Background: an optimization exercise with open tools, aiming at small area. Do not read the settings as production practice. RTL that was checked went through simulation tests only; none was proved equivalent to the original. Power and IR drop assume default switching activity.

## the baseline
==> flow/design.v <==
module mips_ctrl_regs #(
  parameter int NREG  = 32,
  parameter int WIDTH = 32
) (
  input  logic             clk,
  input  logic             rst_b,
  input  logic [5:0]       dcd_op,
  input  logic [5:0]       dcd_funct2,
  input  logic [4:0]       rs_num,
  input  logic [4:0]       rt_num,
  input  logic [4:0]       rd_num,
  input  logic [WIDTH-1:0] rd_data,
  input  logic [WIDTH-1:0] pc,
  input  logic             halted,
  input  logic             IBE,
  input  logic             DBE,
  input  logic             Ov,
  input  logic             BP,
  input  logic             AdEL_inst,
  input  logic             AdEL_data,
  input  logic             AdES,
  input  logic             CpU,
  output logic [WIDTH-1:0] rs_data,
  output logic [WIDTH-1:0] rt_data,
  output logic             ctrl_we,
  output logic             ctrl_Sys,
  output logic             ctrl_RI,
  output logic [3:0]       alu__sel,
  output logic             alu__src,
  output logic             mem_to_reg,
  output logic [1:0]       ins_type,
  output logic             imm_sign,
  output logic             is_shift,
  output logic [2:0]       mem_read_bytes,
  output logic [2:0]       mem_write_bytes,
  output logic [3:0]       mem_write_en,
  output logic             exception_halt,
  output logic             load_ex_regs,
  output logic             load_bva,
  output logic             load_bva_sel,
  output logic [4:0]       cause
);
  localparam logic [3:0] ALU_ADD = 4'd0, ALU_ADDU = 4'd1, ALU_SUB = 4'd2, ALU_SUBU = 4'd3,
                         ALU_AND = 4'd4, ALU_OR = 4'd5, ALU_XOR = 4'd6, ALU_SRL = 4'd7,
                         ALU_SRA = 4'd8, ALU_SLL = 4'd9;
  localparam logic [1:0] T_R = 2'd0, T_I = 2'd1, T_J = 2'd2;
  always_comb begin
    ctrl_we         = 1'b0;
    ctrl_Sys        = 1'b0;
    ctrl_RI         = 1'b0;
    alu__sel        = ALU_ADD;
    alu__src        = 1'b0;
    mem_to_reg      = 1'b0;
    ins_type        = T_R;
    imm_sign        = 1'b0;
    is_shift        = 1'b0;
    mem_read_bytes  = 3'd0;
    mem_write_bytes = 3'd0;
    mem_write_en    = 4'b0000;
    case (dcd_op)
      6'h00: case (dcd_funct2)
        6'h20: begin alu__sel = ALU_ADD;  ctrl_we = 1'b1; end
        6'h21: begin alu__sel = ALU_ADDU; ctrl_we = 1'b1; end
        6'h22: begin alu__sel = ALU_SUB;  ctrl_we = 1'b1; end
        6'h23: begin alu__sel = ALU_SUBU; ctrl_we = 1'b1; end
        6'h24: begin alu__sel = ALU_AND;  ctrl_we = 1'b1; end
        6'h25: begin alu__sel = ALU_OR;   ctrl_we = 1'b1; end
        6'h26: begin alu__sel = ALU_XOR;  ctrl_we = 1'b1; end
        6'h00: begin alu__sel = ALU_SLL; is_shift = 1'b1; ctrl_we = 1'b1; end
        6'h02: begin alu__sel = ALU_SRL; is_shift = 1'b1; ctrl_we = 1'b1; end
        6'h03: begin alu__sel = ALU_SRA; is_shift = 1'b1; ctrl_we = 1'b1; end
        6'h0C: ctrl_Sys = 1'b1;
        default: ctrl_RI = 1'b1;
      endcase
      6'h08, 6'h09, 6'h0C, 6'h0D, 6'h0E: begin
        ins_type = T_I;
        ctrl_we  = 1'b1;
        alu__src = 1'b1;
        case (dcd_op)
          6'h08:   begin alu__sel = ALU_ADD;  imm_sign = 1'b1; end
          6'h09:   begin alu__sel = ALU_ADDU; imm_sign = 1'b1; end
          6'h0C:   alu__sel = ALU_AND;
          6'h0D:   alu__sel = ALU_OR;
          default: alu__sel = ALU_XOR;
        endcase
      end
      6'h20, 6'h21, 6'h23, 6'h24, 6'h25: begin
        ins_type   = T_I;
        ctrl_we    = 1'b1;
        alu__src   = 1'b1;
        imm_sign   = 1'b1;
        mem_to_reg = 1'b1;
        case (dcd_op[1:0])
          2'd0:    mem_read_bytes = 3'd1;
          2'd1:    mem_read_bytes = 3'd2;
          default: mem_read_bytes = 3'd4;
        endcase
      end
      6'h28, 6'h29, 6'h2B: begin
        ins_type = T_I;
        alu__src = 1'b1;
        imm_sign = 1'b1;
        case (dcd_op[1:0])
          2'd0:    begin mem_write_bytes = 3'd1; mem_write_en = 4'b0001; end
          2'd1:    begin mem_write_bytes = 3'd2; mem_write_en = 4'b0011; end
          default: begin mem_write_bytes = 3'd4; mem_write_en = 4'b1111; end
        endcase
      end
      6'h02: ins_type = T_J;
      6'h03: begin ins_type = T_J; ctrl_we = 1'b1; end
      default: ctrl_RI = 1'b1;
    endcase
  end
  logic [NREG-1:0][WIDTH-1:0] regs_q;
  always_ff @(posedge clk or posedge rst_b) begin
    if (rst_b) begin
      regs_q <= '0;
    end else if (ctrl_we && rd_num != 5'd0) begin
      regs_q[rd_num] <= rd_data;
    end
  end
  assign rs_data = regs_q[rs_num];
  assign rt_data = regs_q[rt_num];
  logic       exc_any, bva_c, bva_sel_c;
  logic [4:0] cause_c;
  logic       exc_halt_q, exc_halt_d;
  always_comb begin
    exc_any   = 1'b1;
    bva_c     = 1'b0;
    bva_sel_c = 1'b0;
    cause_c   = 5'd0;
    if      (AdEL_inst) begin cause_c = 5'd4; bva_c = 1'b1; end
    else if (IBE)       cause_c = 5'd6;
    else if (ctrl_RI)   cause_c = 5'd10;
    else if (CpU)       cause_c = 5'd11;
    else if (Ov)        cause_c = 5'd12;
    else if (BP)        cause_c = 5'd9;
    else if (AdEL_data) begin cause_c = 5'd4; bva_c = 1'b1; bva_sel_c = 1'b1; end
    else if (AdES)      begin cause_c = 5'd5; bva_c = 1'b1; bva_sel_c = 1'b1; end
    else if (DBE)       cause_c = 5'd7;
    else                exc_any = 1'b0;
    exc_halt_d = exc_halt_q | exc_any;
  end
  always_ff @(posedge clk or posedge rst_b) begin
    if (rst_b) exc_halt_q <= 1'b0;
    else       exc_halt_q <= exc_halt_d;
  end
  assign exception_halt = exc_halt_q;
  assign load_ex_regs   = exc_any & ~exc_halt_q;
  assign load_bva       = bva_c & ~exc_halt_q;
  assign load_bva_sel   = bva_sel_c;
  assign cause          = cause_c;
  logic unused_inputs;
  assign unused_inputs = halted ^ (^pc);
endmodule
clock: 5.5 ns
lec_check: 0
cap_margin: 20
core_margin: 2
core_utilization: 45
place_density: 0.6
slew_margin: 20
run.sh (not shown) runs the stock make flow with config.mk's settings and CLKGATE_MAP_FILE= SYNTH_SCRIPT=/design/flow/synth_recipe.tcl, a recipe that flattens the netlist after the stock synthesis.
The following lists how the candidate was set up differently from the baseline:
--- a/flow/design.v
+++ b/flow/design.v
@@ -112,14 +112,33 @@
     endcase
   end
-  logic [NREG-1:0][WIDTH-1:0] regs_q;
+  logic [NREG-1:1]            valid_q;
+  logic [NREG-1:1][WIDTH-1:0] data_q;
+  logic [NREG-1:1]            wen;
+  logic [NREG-1:0]            rs_sel, rt_sel;
+  always_comb begin
+    for (int r = 1; r < NREG; r++) wen[r] = ctrl_we && (rd_num == 5'(r));
+  end
   always_ff @(posedge clk or posedge rst_b) begin
-    if (rst_b) begin
-      regs_q <= '0;
-    end else if (ctrl_we && rd_num != 5'd0) begin
-      regs_q[rd_num] <= rd_data;
+    if (rst_b) valid_q <= '0;
+    else       valid_q <= valid_q | wen;
+  end
+  always_ff @(posedge clk) begin
+    for (int r = 1; r < NREG; r++)
+      if (wen[r]) data_q[r] <= rd_data;
+  end
+  always_comb begin
+    rs_sel[0] = 1'b0;
+    rt_sel[0] = 1'b0;
+    for (int r = 1; r < NREG; r++) begin
+      rs_sel[r] = valid_q[r] && (rs_num == 5'(r));
+      rt_sel[r] = valid_q[r] && (rt_num == 5'(r));
+    end
+    rs_data = '0;
+    rt_data = '0;
+    for (int r = 1; r < NREG; r++) begin
+      rs_data = rs_data | ({WIDTH{rs_sel[r]}} & data_q[r]);
+      rt_data = rt_data | ({WIDTH{rt_sel[r]}} & data_q[r]);
     end
   end
-  assign rs_data = regs_q[rs_num];
-  assign rt_data = regs_q[rt_num];
   logic       exc_any, bva_c, bva_sel_c;
   logic [4:0] cause_c;
Results
The candidate completed end to end; final checks failed (setup timing). In the flow results for the candidate and the baseline, the final HPWL from detailed placement is smaller on the baseline. NOTE first-pass GRT wire length the baseline->the candidate increased by more than a quarter. Endpoint of the most critical setup path: cause[2] -> the baseline, rs_data[27] -> the candidate. The candidate: non-clock buffer area fraction after layout 5.7 points above the baseline. | synthesized-area fraction occupied by xor and xnor cells | the baseline vs the candidate | ≈ equal |. Total number of cells along the worst setup path: the candidate > the baseline. Delta (the candidate minus the baseline): proportion of power drawn by combinational gates moved down, final standard cell area without fillers moved down, post-synthesis simple-gate area fraction moved up. After detailed routing, the baseline needs less wire than the candidate. Placement-stage worst setup slack (the candidate over the baseline): decrease, 0.93 ns. Going from the baseline to the candidate, arrival time at the worst endpoint grows by 0.70 ns. In terms of flip-flop and latch count, the baseline and the candidate differ only marginally.
Function not checked in the baseline: the RTL went through the layout flow alone.

==> afterwards: timing with drivers on the ports <==
In the flow no input, the clock included, has a driving cell. The finished layouts below were timed again as built, in two steps. Step 1 (the two cells are an assumption about what drives the block):
set clk [get_ports {clk}]
set_driving_cell -lib_cell sky130_fd_sc_hd__clkbuf_16 $clk
set_driving_cell -lib_cell sky130_fd_sc_hd__buf_2 [delete_from_list [all_inputs] $clk]
Step 2 moves the port delays by t, midway between the first and last clock arrival at a register: inputs arrive t later, outputs are due t later. That takes back most of the time a late clock gives input paths. Slacks: ideal ports / drivers / drivers and shift; pairs: ideal ports / drivers.
run	t (ns)	setup WS [ns]	clock arrival spread, ns	worst slew at a driven data input, ns
the baseline	0.772	0.517 / 0.494 / 0.494	0.027 / 0.027	0.16
the candidate	0.780	-0.176 / -0.203 / -0.203	0.037 / 0.037	0.12
For the candidate, which loses most, drivers alone change the setup slack by -0.027 ns; drivers and shift together by -0.027 ns.
